Context: an optimization exercise on an open-source flow, tuned for small area. The choices shown serve that exercise and are no tape-out recipe.
Function was checked by simulation only, so behaviour that the tests miss may differ from the original.
Power figures rest on the tool's default switching activity, not on a simulated workload.

## alpha
// ffe_lms_adapt
module ffe_lms_adapt
#(
    parameter int IN_BW      = 11,
    parameter int OUT_BW     = 9,
    parameter int COEF_BW    = 9,
    parameter int N_COEF     = 7,
    parameter int ACC_EXT    = 8,
    parameter int MU_TRAIN   = ffe_pkg::MU_TRAIN_DEF,
    parameter int MU_TRACK   = ffe_pkg::MU_TRACK_DEF,
    parameter int TRAIN_LEN  = 1024,
    parameter int CENTER_TAP = 3
) (
    input  logic                       i_clk,
    input  logic                       i_rst,
    input  logic                       i_en,
    input  logic [IN_BW-1:0]           i_data,
    input  logic [OUT_BW-1:0]          i_ffe_out,
    input  logic                       i_adapt_en,
    input  logic                       i_restart,
    output logic [COEF_BW*N_COEF-1:0]  o_coefs,
    output logic [OUT_BW:0]            o_error,
    output logic [1:0]                 o_state,
    output logic                       o_trained
);
    ffe_pkg::lms_state_t state_q, state_d;
    logic [9:0]   train_cnt_q;
    logic         trained_q;
    logic [10:0]  x0_q;
    logic         en_q;
    logic [10:0]  dly_q [1:7];
    logic         v1_q;
    logic         train_mode_q, mode2_q;
    logic [7:0]   err_q, err_d;
  ...
Size in the first run: about 240 flip-flops.
==> module ffe_lms_adapt, before the edit <==
module ffe_lms_adapt
#(
    parameter int IN_BW      = 11,
    parameter int OUT_BW     = 9,
    parameter int COEF_BW    = 9,
    parameter int N_COEF     = 7,
    parameter int ACC_EXT    = 8,
    parameter int MU_TRAIN   = ffe_pkg::MU_TRAIN_DEF,
    parameter int MU_TRACK   = ffe_pkg::MU_TRACK_DEF,
    parameter int TRAIN_LEN  = 1024,
    parameter int CENTER_TAP = 3
) (
    input  logic                       i_clk,
    input  logic                       i_rst,
    input  logic                       i_en,
    input  logic [IN_BW-1:0]           i_data,
    input  logic [OUT_BW-1:0]          i_ffe_out,
    input  logic                       i_adapt_en,
    input  logic                       i_restart,
    output logic [COEF_BW*N_COEF-1:0]  o_coefs,
    output logic [OUT_BW:0]            o_error,
    output logic [1:0]                 o_state,
    output logic                       o_trained
);
    ffe_pkg::lms_state_t state_q, state_d;
    logic [9:0]   train_cnt_q;
    logic         trained_q;
    logic [10:0]  x0_q;
    logic         en_q;
    logic [10:0]  dly_q [1:7];
    logic         v1_q;
    logic         train_mode_q, mode2_q;
    logic [7:0]   err_q, err_d;
    logic [8:0]   err_neg;
    logic         capture, cnt_done;
    always_ff @(posedge i_clk or posedge i_rst) begin
        if (i_rst) begin
            x0_q <= '0;
            en_q <= 1'b0;
            for (int unsigned k = 1; k < 8; k++) begin
                dly_q[k] <= '0;
            end
        end else begin
            x0_q <= i_data;
            en_q <= i_en;
            if (en_q) begin
                dly_q[1] <= x0_q;
                for (int unsigned k = 2; k < 8; k++) begin
                    dly_q[k] <= dly_q[k-1];
                end
            end
        end
    end
    assign err_d   = {~i_ffe_out[7], i_ffe_out[6:0]};
    assign err_neg[0] = err_q[0];
    for (genvar i = 1; i < 9; i++) begin : g_neg
        assign err_neg[i] = (i < 8 ? err_q[i] : err_q[7]) ^ (|err_q[i-1:0]);
    end
    assign capture  = i_en && i_adapt_en && !i_restart && ((state_q == ffe_pkg::ST_TRAIN) || (state_q == ffe_pkg::ST_TRACK));
    assign cnt_done = v1_q && !trained_q && (train_cnt_q == 10'h3ff);
    logic [9:0] cnt_inc;
    assign cnt_inc[0] = ~train_cnt_q[0];
    for (genvar i = 1; i < 10; i++) begin : g_inc
        assign cnt_inc[i] = train_cnt_q[i] ^ (&train_cnt_q[i-1:0]);
    end
    always_comb begin
        state_d = state_q;
        case (state_q)
            ffe_pkg::ST_INIT:  state_d = i_adapt_en ? ffe_pkg::ST_TRAIN : ffe_pkg::ST_HOLD;
            ffe_pkg::ST_TRAIN: begin
                if (!i_adapt_en) begin
                    state_d = ffe_pkg::ST_HOLD;
                end else if (cnt_done) begin
                    state_d = ffe_pkg::ST_TRACK;
                end
            end
            ffe_pkg::ST_TRACK: begin
                if (!i_adapt_en) begin
                    state_d = ffe_pkg::ST_HOLD;
                end
            end
            default: begin  
                if (i_adapt_en) begin
                    state_d = (trained_q || cnt_done) ? ffe_pkg::ST_TRACK : ffe_pkg::ST_TRAIN;
                end
            end
        endcase
        if (i_restart) begin
            state_d = ffe_pkg::ST_INIT;
        end
    end
    always_ff @(posedge i_clk or posedge i_rst) begin
        if (i_rst) begin
            state_q <= ffe_pkg::ST_INIT;
        end else begin
            state_q <= state_d;
        end
    end
    always_ff @(posedge i_clk or posedge i_rst) begin
        if (i_rst) begin
            train_cnt_q <= '0;
            trained_q   <= 1'b0;
        end else if (i_restart) begin
            train_cnt_q <= '0;
            trained_q   <= 1'b0;
        end else if (v1_q && !trained_q) begin
            train_cnt_q <= cnt_inc;
            if (cnt_done) begin
                trained_q <= 1'b1;
            end
        end
    end
    always_ff @(posedge i_clk or posedge i_rst) begin
        if (i_rst) begin
            v1_q         <= 1'b0;
            train_mode_q <= 1'b0;
            mode2_q      <= 1'b0;
            err_q        <= '0;
        end else begin
            v1_q    <= capture;
            mode2_q <= train_mode_q;
            if (capture) begin
                err_q        <= err_d;
                train_mode_q <= (state_q == ffe_pkg::ST_TRAIN);
            end
        end
    end
    logic [8:0] mb;
    logic [3:0] bd_one, bd_two, bd_neg;
    logic [3:0] b_one, b_two, b_neg;
    assign mb = (v1_q && !i_restart) ? {~err_q, 1'b1} : 9'd0;
    for (genvar j = 0; j < 4; j++) begin : g_booth
        assign bd_neg[j] = mb[2*j+2];
        assign bd_one[j] = mb[2*j+1] ^ mb[2*j];
        assign bd_two[j] = (mb[2*j+2] & ~mb[2*j+1] & ~mb[2*j]) | (~mb[2*j+2] & mb[2*j+1] & mb[2*j]);
    end
    always_ff @(posedge i_clk or posedge i_rst) begin
        if (i_rst) begin
            b_one <= '0;
            b_two <= '0;
            b_neg <= '0;
        end else begin
            b_one <= bd_one;
            b_two <= bd_two;
            b_neg <= bd_neg;
        end
    end
    for (genvar k = 0; k < N_COEF; k++) begin : g_tap
        lms_tap_update #(
            .INIT_ONE (k == CENTER_TAP)
        ) u_tap (
            .i_clk     (i_clk),
            .i_rst     (i_rst),
            .i_restart (i_restart),
            .i_one     (b_one),
            .i_two     (b_two),
            .i_neg     (b_neg),
            .i_train   (mode2_q),
            .i_x       (dly_q[k+1]),
            .o_coef    (o_coefs[COEF_BW*k +: COEF_BW])
        );
    end
    assign o_error   = {err_neg[8], err_neg};
    assign o_state   = state_q;
    assign o_trained = trained_q;
endmodule
==> flow/config.mk <==
export PLATFORM = sky130hd
export DESIGN_NAME = ffe_lms_adapt
export DESIGN_NICKNAME = ffe_lms_adapt
export VERILOG_FILES = /design/flow/design.v
export SDC_FILE = /design/flow/constraint.sdc
export NUM_CORES = 4
export LEC_CHECK = 0
export ABC_AREA = 1
export CAP_MARGIN = 20
export CORE_MARGIN = 2
export CORE_UTILIZATION = 40
export SLEW_MARGIN = 20
==> flow/constraint.sdc <==
create_clock -name core_clock -period 12.0 [get_ports {i_clk}]
set_input_delay 2.4000 -clock core_clock [delete_from_list [all_inputs] [get_ports {i_clk}]]
set_output_delay 2.4000 -clock core_clock [all_outputs]
set_load 0.01 [all_outputs]
run.sh (not shown) runs the stock make flow with config.mk's settings and CLKGATE_MAP_FILE= SYNTH_SCRIPT=/design/flow/synth_recipe.tcl, a recipe that flattens the netlist after the stock synthesis.
alpha finished every step from synthesis to the final layout, and the layout passed the timing, DRC and antenna checks.
Relative to alpha, the following input files were edited for beta:
-- flow/design.v --
<<< alpha, line 309
    logic         en_q;
    logic [10:0]  dly_q [1:7];
    logic         v1_q;
    logic         train_mode_q, mode2_q;
    logic [7:0]   err_q, err_d;
    logic [8:0]   err_neg;
    logic         capture, cnt_done;
>>> beta, line 309
    logic         en_q;
    logic [10:0]  dly_q [1:7];
    logic         v1_q, g_q;
    logic         train_mode_q, mode2_q;
    logic [7:0]   err_q, err_d, err2_q;
    logic [8:0]   err_neg;
    logic         capture, cnt_done;
<<< alpha, line 333
    end
    assign err_d   = {~i_ffe_out[7], i_ffe_out[6:0]};
    assign err_neg[0] = err_q[0];
    for (genvar i = 1; i < 9; i++) begin : g_neg
        assign err_neg[i] = (i < 8 ? err_q[i] : err_q[7]) ^ (|err_q[i-1:0]);
    end
    assign capture  = i_en && i_adapt_en && !i_restart && ((state_q == ffe_pkg::ST_TRAIN) || (state_q == ffe_pkg::ST_TRACK));
    assign cnt_done = v1_q && !trained_q && (train_cnt_q == 10'h3ff);
    logic [9:0] cnt_inc;
    assign cnt_inc[0] = ~train_cnt_q[0];
    for (genvar i = 1; i < 10; i++) begin : g_inc
        assign cnt_inc[i] = train_cnt_q[i] ^ (&train_cnt_q[i-1:0]);
    end
    always_comb begin
        state_d = state_q;
>>> beta, line 333
    end
    assign err_d   = {~i_ffe_out[7], i_ffe_out[6:0]};
    assign err_neg = 9'd0 - {err_q[7], err_q};
    assign capture  = i_en && i_adapt_en && !i_restart && ((state_q == ffe_pkg::ST_TRAIN) || (state_q == ffe_pkg::ST_TRACK));
    assign cnt_done = v1_q && !trained_q && (train_cnt_q == 10'h3ff);
    always_comb begin
        state_d = state_q;
<<< alpha, line 385
            trained_q   <= 1'b0;
        end else if (v1_q && !trained_q) begin
            train_cnt_q <= cnt_inc;
            if (cnt_done) begin
                trained_q <= 1'b1;
>>> beta, line 377
            trained_q   <= 1'b0;
        end else if (v1_q && !trained_q) begin
            train_cnt_q <= train_cnt_q + 1'b1;
            if (cnt_done) begin
                trained_q <= 1'b1;
<<< alpha, line 394
        if (i_rst) begin
            v1_q         <= 1'b0;
            train_mode_q <= 1'b0;
            mode2_q      <= 1'b0;
            err_q        <= '0;
        end else begin
            v1_q    <= capture;
            mode2_q <= train_mode_q;
            if (capture) begin
                err_q        <= err_d;
>>> beta, line 386
        if (i_rst) begin
            v1_q         <= 1'b0;
            g_q          <= 1'b0;
            train_mode_q <= 1'b0;
            mode2_q      <= 1'b0;
            err_q        <= '0;
            err2_q       <= '0;
        end else begin
            v1_q    <= capture;
            g_q     <= v1_q && !i_restart;
            mode2_q <= train_mode_q;
            err2_q  <= err_q;
            if (capture) begin
                err_q        <= err_d;
<<< alpha, line 407
    end
    logic [8:0] mb;
    logic [3:0] bd_one, bd_two, bd_neg;
    logic [3:0] b_one, b_two, b_neg;
    assign mb = (v1_q && !i_restart) ? {~err_q, 1'b1} : 9'd0;
    for (genvar j = 0; j < 4; j++) begin : g_booth
        assign bd_neg[j] = mb[2*j+2];
        assign bd_one[j] = mb[2*j+1] ^ mb[2*j];
        assign bd_two[j] = (mb[2*j+2] & ~mb[2*j+1] & ~mb[2*j]) | (~mb[2*j+2] & mb[2*j+1] & mb[2*j]);
    end
    always_ff @(posedge i_clk or posedge i_rst) begin
        if (i_rst) begin
            b_one <= '0;
            b_two <= '0;
            b_neg <= '0;
        end else begin
            b_one <= bd_one;
            b_two <= bd_two;
            b_neg <= bd_neg;
        end
    end
    for (genvar k = 0; k < N_COEF; k++) begin : g_tap
>>> beta, line 403
    end
    logic [8:0] mb;
    logic [3:0] b_one, b_two, b_neg;
    assign mb = g_q ? {~err2_q, 1'b1} : 9'd0;
    for (genvar j = 0; j < 4; j++) begin : g_booth
        assign b_neg[j] = mb[2*j+2];
        assign b_one[j] = mb[2*j+1] ^ mb[2*j];
        assign b_two[j] = (mb[2*j+2] & ~mb[2*j+1] & ~mb[2*j]) | (~mb[2*j+2] & mb[2*j+1] & mb[2*j]);
    end
    for (genvar k = 0; k < N_COEF; k++) begin : g_tap
Notes after the runs:
Between beta and alpha, the difference in maximum clock rate is negligible. Going from alpha to beta, the relative contribution of the clock network to total power was found to have gone down by 1.1 points. Summary of beta over alpha: share of cell area taken by muxes after synthesis shows a reduction of 0.32 points, insertion delay of the later-clocked pin in the worst-skew pair shows a reduction of 0.03 ns, setup slack shows a reduction of 0.031 ns, synthesized area shows no meaningful change. beta: all stages complete, timing, DRC and antenna checks passed. alpha and beta ended up with roughly the same number of stages on the worst hold path. The lower synthesis-to-finish area growth came out of alpha. Total length of routed wires: beta and alpha compared, lower one is beta. beta: time the final worst path needs with I/O delays and setup 0.031 ns above alpha. beta ended up with err2_q[1]$_DFF_PP0_ as its startpoint of the worst setup timing path; alpha ended up with b_one[0]$_DFF_PP0_. Area: beta vs alpha -> beta larger.

[separate check: timing with driven ports]
No port has a modelled driver above. Below, the same layouts with a new extraction and two added sets of constraints.
Step 1, drivers: a clkbuf_16 drives i_clk and a buf_2 each remaining input, both assumed.
Step 2 adds t to the input delays and takes it off the output delays; t is the mean of the earliest and latest rising clock arrival at the registers after step 1. Input paths then give back, and output paths get back, about the clock's delay inside the block.
Slacks: no drivers / after step 1 / after step 2; pairs: no drivers / after step 1.
| run | t, ns | setup WS [ns] | worst setup path after step 2 | latest minus earliest clock arrival (ns) | cell pins on the clock port's net |
|---|---|---|---|---|---|
| alpha | 0.651 | 0.378 / 0.378 / 0.378 | register to register | 0.029 / 0.029 | 1 |
| beta | 0.633 | 0.347 / 0.347 / 0.347 | register to register | 0.017 / 0.017 | 1 |
After both steps every run listed still meets setup and hold.
